This design comes from an exercise in tuning for a short achievable clock period and few clock cycles on the open sky130 flow, not from production work. At most, simulation tests tie the RTL to the original design; equivalence was not proved. The flow treats the clock pin as an ideal source. Dropping or thinning the clock tree relies on that and would not hold on a real chip. No activity file was given, so power comes from the tool's default toggle rates.

==> inputs of trial 72 <==
Design axi_mem, start of the top module:
module axi_mem (
  input  wire        aclk,
  input  wire        arstn,
  input  wire [3:0]  arid,
  input  wire [31:0] araddr,
  input  wire [3:0]  arlen,
  input  wire [2:0]  arsize,
  input  wire        arvalid,
  output wire        arready,
  input  wire [3:0]  awid,
  input  wire [31:0] awaddr,
  input  wire [3:0]  awlen,
  input  wire [2:0]  awsize,
  input  wire        awvalid,
  output wire        awready,
  input  wire [31:0] wdata,
  input  wire [3:0]  wstrb,
  input  wire        wlast,
  input  wire        wvalid,
  output wire        wready,
  output wire [3:0]  rid,
  output wire [31:0] rdata,
  output wire [1:0]  rresp,
  output wire        rlast,
  output wire        rvalid,
  input  wire        rready,
  output wire [3:0]  bid,
  output wire [1:0]  bresp,
  output wire        bvalid,
  input  wire        bready
);
==> flow/config.mk <==
export PLATFORM = sky130hd
export DESIGN_NAME = axi_mem
export DESIGN_NICKNAME = axi_mem
export VERILOG_FILES = /design/flow/design.v
export SDC_FILE = /design/flow/constraint.sdc
export NUM_CORES = 4
export LEC_CHECK = 0
export CAP_MARGIN = 20
export CORE_MARGIN = 2
export CORE_UTILIZATION = 55
export SETUP_SLACK_MARGIN = 4.0
export SLEW_MARGIN = 20
export TNS_END_PERCENT = 100
==> flow/constraint.sdc <==
create_clock -name core_clock -period 6.0 [get_ports {aclk}]
set_input_delay 1.2000 -clock core_clock [delete_from_list [all_inputs] [get_ports {aclk}]]
set_output_delay 1.2000 -clock core_clock [all_outputs]
set_load 0.01 [all_outputs]
standard.sh (not shown) runs the stock make flow with config.mk's settings and CLKGATE_MAP_FILE= SYNTH_SCRIPT=/design/flow/synth_recipe.tcl, a recipe that flattens the netlist after the stock synthesis.
==> flow/flow/run.sh <==
#!/bin/bash
# Standard ORFS flow (the standard.sh) with three changes:
# - the ports get sky130_fd_sc_hd__buf_8 buffers (sized later as usual)
#   instead of the delay cells buffer_ports picks by default;
# - before CTS, flow/move_hook.tcl moves each output's flip-flop next to the
#   port's output buffer;
# - the clock tree is built by flow/cts_hook.tcl (sourced before CTS; it
#   replaces clock_tree_synthesis): 4 root buffers on the clock port, each
#   driving the leaf buffers of one quadrant.
# The make output goes to standard_flow.log; each tool's own logs stay under
# orfs/logs.
set -euo pipefail
export FLOW_CTS_LEAVES=64
export FLOW_CTS_LEAF_CELL=sky130_fd_sc_hd__clkbuf_16
export FLOW_CTS_ROOT_CELL=sky130_fd_sc_hd__clkbuf_16
export FLOW_MOVE_OUTPUTS=1
cat flow/move_hook.tcl flow/cts_hook.tcl > pre_cts.tcl
bash standard.sh finish PRE_CTS_TCL=$PWD/pre_cts.tcl \
  BUFFER_PORTS_ARGS="-buffer_cell sky130_fd_sc_hd__buf_8" > standard_flow.log 2>&1
Other scripts of this flow, unchanged in this note and not shown: flow/flow/cts_hook.tcl, flow/flow/move_hook.tcl
==> inputs of build 47, as changes to trial 72 <==
--- a/flow/design.v
+++ b/flow/design.v
@@ -41,104 +41,87 @@
       if (s1_ben[i%4] && wsel[i/4]) mem[8*i +: 8] <= s1_data[8*(i%4) +: 8];
   end
   reg        r_busy;      
   wire       r_idle = ~r_busy;    
   reg        arready_q;   
+  reg        r_start;     
   reg        rvalid_q;
   reg [1:0]  ra;          
+  reg [4:0]  rw;          
   reg [31:0] rsel;        
-  reg        rw31;        
   reg        rhz, rho;    
   reg [2:0]  rsz;
-  reg [3:0]  rrem;        
+  reg [3:0]  rcnt;        
   reg [3:0]  rid_q;
-  reg [31:0] rdata_lo, rdata_hi;   
+  reg [31:0] rdata_q;
   reg        rerr_q, rlast_q;
   wire       r_end  = rvalid_q & rready & rlast_q;
-  wire       r_adv  = rvalid_q & rready & ~rlast_q;
-  wire [24:0] a_hi  = araddr[31:7];
-  wire       a_hz   = a_hi == 25'd0;
-  wire       a_ho   = &a_hi;
-  wire [4:0] a_w    = araddr[6:2];
-  wire [1:0] a_o    = araddr[1:0];
-  wire       a_w31  = a_w == 5'd31;
-  wire       a_err  = (arsize > 3'd2) | ~a_hz |
-                      (a_w31 & (((arsize == 3'd1) & (a_o == 2'd3)) |
-                                ((arsize == 3'd2) & (a_o != 2'd0))));
-  wire [31:0] a_sel = 32'd1 << a_w;
-  wire [2:0] a_off  = (arsize == 3'd0) ? {1'b0, a_o} + 3'd1 :
-                      (arsize == 3'd1) ? {1'b0, a_o} + 3'd2 : {1'b1, a_o};
-  wire       a_wc   = a_off[2];
-  wire       a_hc   = a_wc & a_w31;
+  wire       r_ld   = r_start | (rvalid_q & rready & ~rlast_q);
   wire [2:0] r_off  = (rsz == 3'd0) ? {1'b0, ra} + 3'd1 :
                       (rsz == 3'd1) ? {1'b0, ra} + 3'd2 : {1'b1, ra};
-  wire       r_wc   = r_off[2];
-  wire       r_hc   = r_wc & rw31;
-  wire       r_err  = (rsz > 3'd2) | ~rhz |
-                      (rw31 & (((rsz == 3'd1) & (ra == 2'd3)) | ((rsz == 3'd2) & (ra != 2'd0))));
-  wire [31:0] m_sel = r_idle ? a_sel : rsel;
-  wire        m_err = r_idle ? a_err : r_err;
-  reg  [31:0] m_lo, m_hi;
-  integer     k;
+  wire       r_wc   = r_off[2];                   
+  wire       r_hc   = r_wc & (rw == 5'd31);       
+  wire       r_low  = (rw == 5'd31) &
+                      (((rsz == 3'd1) & (ra == 2'd3)) | ((rsz == 3'd2) & (ra != 2'd0)));
+  wire       r_err  = (rsz > 3'd2) | ~rhz | r_low;
+  reg [31:0] r_word;
+  integer    k;
   always @* begin
-    m_lo = 32'd0;
-    m_hi = 32'd0;
-    for (k = 0; k < 16; k = k + 1) begin
-      m_lo = m_lo | (mem[32*k +: 32] & {32{m_sel[k]}});
-      m_hi = m_hi | (mem[32*(k+16) +: 32] & {32{m_sel[k+16]}});
-    end
+    r_word = 32'd0;
+    for (k = 0; k < 32; k = k + 1)
+      r_word = r_word | (mem[32*k +: 32] & {32{rsel[k]}});
   end
   always @(posedge aclk or negedge arstn) begin
     if (!arstn) begin
       r_busy   <= 1'b0;
       arready_q <= 1'b0;
+      r_start  <= 1'b0;
       rvalid_q <= 1'b0;
     end else begin
+      r_start  <= r_idle & arvalid;
       r_busy   <= r_idle ? arvalid : ~r_end;
       arready_q <= r_idle ? ~arvalid : r_end;
-      rvalid_q <= (r_idle & arvalid) | (rvalid_q & ~r_end);
+      rvalid_q <= r_start | (rvalid_q & ~r_end);
     end
   end
   always @(posedge aclk) begin
     if (r_idle) begin
-      ra   <= a_off[1:0];
-      rsel <= a_wc ? {a_sel[30:0], a_sel[31]} : a_sel;
-      rw31 <= a_wc ? (a_w == 5'd30) : a_w31;
-      rhz  <= a_hc ? a_ho : a_hz;
-      rho  <= a_ho & ~a_hc;
+      ra   <= araddr[1:0];
+      rw   <= araddr[6:2];
+      rsel <= 32'd1 << araddr[6:2];
+      rhz  <= araddr[31:7] == 25'd0;
+      rho  <= &araddr[31:7];
       rsz  <= arsize;
-      rrem <= arlen;
-    end else if (r_adv) begin
+      rcnt <= arlen;
+    end else if (r_ld) begin
       ra   <= r_off[1:0];
+      rw   <= rw + {4'd0, r_wc};
       rsel <= r_wc ? {rsel[30:0], rsel[31]} : rsel;
-      rw31 <= r_wc ? rsel[30] : rw31;
       rhz  <= r_hc ? rho : rhz;
       rho  <= rho & ~r_hc;
-      rrem <= rrem - 4'd1;
+      rcnt <= rcnt - 4'd1;
     end
   end
   always @(posedge aclk or negedge arstn) begin
     if (!arstn) begin
       rid_q   <= 4'd0;
-      rdata_lo <= 32'd0;
-      rdata_hi <= 32'd0;
+      rdata_q <= 32'd0;
       rerr_q  <= 1'b0;
       rlast_q <= 1'b0;
     end else begin
       if (r_idle) rid_q <= arid;
-      if (r_idle | r_adv) begin
-        rdata_lo <= m_err ? 32'd0 : m_lo;
-        rdata_hi <= m_err ? 32'd0 : m_hi;
-        rerr_q  <= m_err;
-        rlast_q <= r_idle ? (arlen == 4'd0) : (rrem == 4'd1);
+      if (r_ld) begin
+        rdata_q <= r_err ? 32'd0 : r_word;
+        rerr_q  <= r_err;
+        rlast_q <= (rcnt == 4'd0);
       end
     end
   end
   assign arready = arready_q;
   assign rvalid  = rvalid_q;
   assign rid     = rid_q;
-  assign rdata   = rdata_lo | rdata_hi;
+  assign rdata   = rdata_q;
   assign rresp   = {rerr_q, 1'b0};
   assign rlast   = rlast_q;
   reg        w_busy;      
   wire       w_idle = ~w_busy;    
   reg        awready_q;   
==> inputs of trial 44, as changes to trial 72 <==
--- a/flow/design.v
+++ b/flow/design.v
@@ -41,104 +41,87 @@
       if (s1_ben[i%4] && wsel[i/4]) mem[8*i +: 8] <= s1_data[8*(i%4) +: 8];
   end
   reg        r_busy;      
   wire       r_idle = ~r_busy;    
   reg        arready_q;   
+  reg        r_start;     
   reg        rvalid_q;
   reg [1:0]  ra;          
+  reg [4:0]  rw;          
   reg [31:0] rsel;        
-  reg        rw31;        
   reg        rhz, rho;    
   reg [2:0]  rsz;
-  reg [3:0]  rrem;        
+  reg [3:0]  rcnt;        
   reg [3:0]  rid_q;
-  reg [31:0] rdata_lo, rdata_hi;   
+  reg [31:0] rdata_q;
   reg        rerr_q, rlast_q;
   wire       r_end  = rvalid_q & rready & rlast_q;
-  wire       r_adv  = rvalid_q & rready & ~rlast_q;
-  wire [24:0] a_hi  = araddr[31:7];
-  wire       a_hz   = a_hi == 25'd0;
-  wire       a_ho   = &a_hi;
-  wire [4:0] a_w    = araddr[6:2];
-  wire [1:0] a_o    = araddr[1:0];
-  wire       a_w31  = a_w == 5'd31;
-  wire       a_err  = (arsize > 3'd2) | ~a_hz |
-                      (a_w31 & (((arsize == 3'd1) & (a_o == 2'd3)) |
-                                ((arsize == 3'd2) & (a_o != 2'd0))));
-  wire [31:0] a_sel = 32'd1 << a_w;
-  wire [2:0] a_off  = (arsize == 3'd0) ? {1'b0, a_o} + 3'd1 :
-                      (arsize == 3'd1) ? {1'b0, a_o} + 3'd2 : {1'b1, a_o};
-  wire       a_wc   = a_off[2];
-  wire       a_hc   = a_wc & a_w31;
+  wire       r_ld   = r_start | (rvalid_q & rready & ~rlast_q);
   wire [2:0] r_off  = (rsz == 3'd0) ? {1'b0, ra} + 3'd1 :
                       (rsz == 3'd1) ? {1'b0, ra} + 3'd2 : {1'b1, ra};
-  wire       r_wc   = r_off[2];
-  wire       r_hc   = r_wc & rw31;
-  wire       r_err  = (rsz > 3'd2) | ~rhz |
-                      (rw31 & (((rsz == 3'd1) & (ra == 2'd3)) | ((rsz == 3'd2) & (ra != 2'd0))));
-  wire [31:0] m_sel = r_idle ? a_sel : rsel;
-  wire        m_err = r_idle ? a_err : r_err;
-  reg  [31:0] m_lo, m_hi;
-  integer     k;
+  wire       r_wc   = r_off[2];                   
+  wire       r_hc   = r_wc & (rw == 5'd31);       
+  wire       r_low  = (rw == 5'd31) &
+                      (((rsz == 3'd1) & (ra == 2'd3)) | ((rsz == 3'd2) & (ra != 2'd0)));
+  wire       r_err  = (rsz > 3'd2) | ~rhz | r_low;
+  reg [31:0] r_word;
+  integer    k;
   always @* begin
-    m_lo = 32'd0;
-    m_hi = 32'd0;
-    for (k = 0; k < 16; k = k + 1) begin
-      m_lo = m_lo | (mem[32*k +: 32] & {32{m_sel[k]}});
-      m_hi = m_hi | (mem[32*(k+16) +: 32] & {32{m_sel[k+16]}});
-    end
+    r_word = 32'd0;
+    for (k = 0; k < 32; k = k + 1)
+      r_word = r_word | (mem[32*k +: 32] & {32{rsel[k]}});
   end
   always @(posedge aclk or negedge arstn) begin
     if (!arstn) begin
       r_busy   <= 1'b0;
       arready_q <= 1'b0;
+      r_start  <= 1'b0;
       rvalid_q <= 1'b0;
     end else begin
+      r_start  <= r_idle & arvalid;
       r_busy   <= r_idle ? arvalid : ~r_end;
       arready_q <= r_idle ? ~arvalid : r_end;
-      rvalid_q <= (r_idle & arvalid) | (rvalid_q & ~r_end);
+      rvalid_q <= r_start | (rvalid_q & ~r_end);
     end
   end
   always @(posedge aclk) begin
     if (r_idle) begin
-      ra   <= a_off[1:0];
-      rsel <= a_wc ? {a_sel[30:0], a_sel[31]} : a_sel;
-      rw31 <= a_wc ? (a_w == 5'd30) : a_w31;
-      rhz  <= a_hc ? a_ho : a_hz;
-      rho  <= a_ho & ~a_hc;
+      ra   <= araddr[1:0];
+      rw   <= araddr[6:2];
+      rsel <= 32'd1 << araddr[6:2];
+      rhz  <= araddr[31:7] == 25'd0;
+      rho  <= &araddr[31:7];
       rsz  <= arsize;
-      rrem <= arlen;
-    end else if (r_adv) begin
+      rcnt <= arlen;
+    end else if (r_ld) begin
       ra   <= r_off[1:0];
+      rw   <= rw + {4'd0, r_wc};
       rsel <= r_wc ? {rsel[30:0], rsel[31]} : rsel;
-      rw31 <= r_wc ? rsel[30] : rw31;
       rhz  <= r_hc ? rho : rhz;
       rho  <= rho & ~r_hc;
-      rrem <= rrem - 4'd1;
+      rcnt <= rcnt - 4'd1;
     end
   end
   always @(posedge aclk or negedge arstn) begin
     if (!arstn) begin
       rid_q   <= 4'd0;
-      rdata_lo <= 32'd0;
-      rdata_hi <= 32'd0;
+      rdata_q <= 32'd0;
       rerr_q  <= 1'b0;
       rlast_q <= 1'b0;
     end else begin
       if (r_idle) rid_q <= arid;
-      if (r_idle | r_adv) begin
-        rdata_lo <= m_err ? 32'd0 : m_lo;
-        rdata_hi <= m_err ? 32'd0 : m_hi;
-        rerr_q  <= m_err;
-        rlast_q <= r_idle ? (arlen == 4'd0) : (rrem == 4'd1);
+      if (r_ld) begin
+        rdata_q <= r_err ? 32'd0 : r_word;
+        rerr_q  <= r_err;
+        rlast_q <= (rcnt == 4'd0);
       end
     end
   end
   assign arready = arready_q;
   assign rvalid  = rvalid_q;
   assign rid     = rid_q;
-  assign rdata   = rdata_lo | rdata_hi;
+  assign rdata   = rdata_q;
   assign rresp   = {rerr_q, 1'b0};
   assign rlast   = rlast_q;
   reg        w_busy;      
   wire       w_idle = ~w_busy;    
   reg        awready_q;   
- PLACE_DENSITY: default -> 0.75
==> run notes <==
- Critical path depth is the same in build 47 and trial 44.
- Area after synthesis is the same in build 47 and trial 44.
- Total power: trial 44 > build 47 > trial 72.
- In build 47 the first-iteration DRC count is lower than in trial 72, by 51%.
Testbench counts of build 47, summed over its fixed seeds: cycles 84,364.
Testbench counts of trial 44, summed over its fixed seeds: cycles 84,364.
Only the layout flow was run in trial 72; the RTL was not checked for function there. In every run of this note, the design's own scripts or RTL, not TritonCTS, make the clock network.

## port drivers added, routing unchanged
How much do the figures lean on ideal ports? The routed layouts below were timed once more, with nothing changed but the port constraints. Step 1: set_driving_cell puts a clkbuf_16 on aclk and a buf_2 on each other input, an assumption about the parent block. Step 2 also shifts input and output timing later by t, the mid clock arrival at the registers, as if the neighbouring blocks saw the same clock. Three values: ideal, step 1, step 2; two values: the first two.
run | t (ns) | slack for setup (ns) | hold slack, ns | worst setup path after step 2 | latest minus earliest clock arrival (ns)
trial 72 | 0.702 | 3.268 / 3.164 / 2.566 | 0.515 / 0.442 / 0.515 | input to register | 0.040 / 0.041
build 47 | 0.637 | 3.669 / 3.590 / 3.131 | 0.542 / 0.537 / 0.542 | input to register | 0.029 / 0.029
trial 44 | 0.639 | 3.647 / 3.595 / 3.116 | 0.538 / 0.538 / 0.538 | input to register | 0.023 / 0.023
After both steps every run listed still meets setup and hold. For trial 72, which loses most, drivers alone change the setup slack by -0.104 ns; drivers and shift together by -0.702 ns.
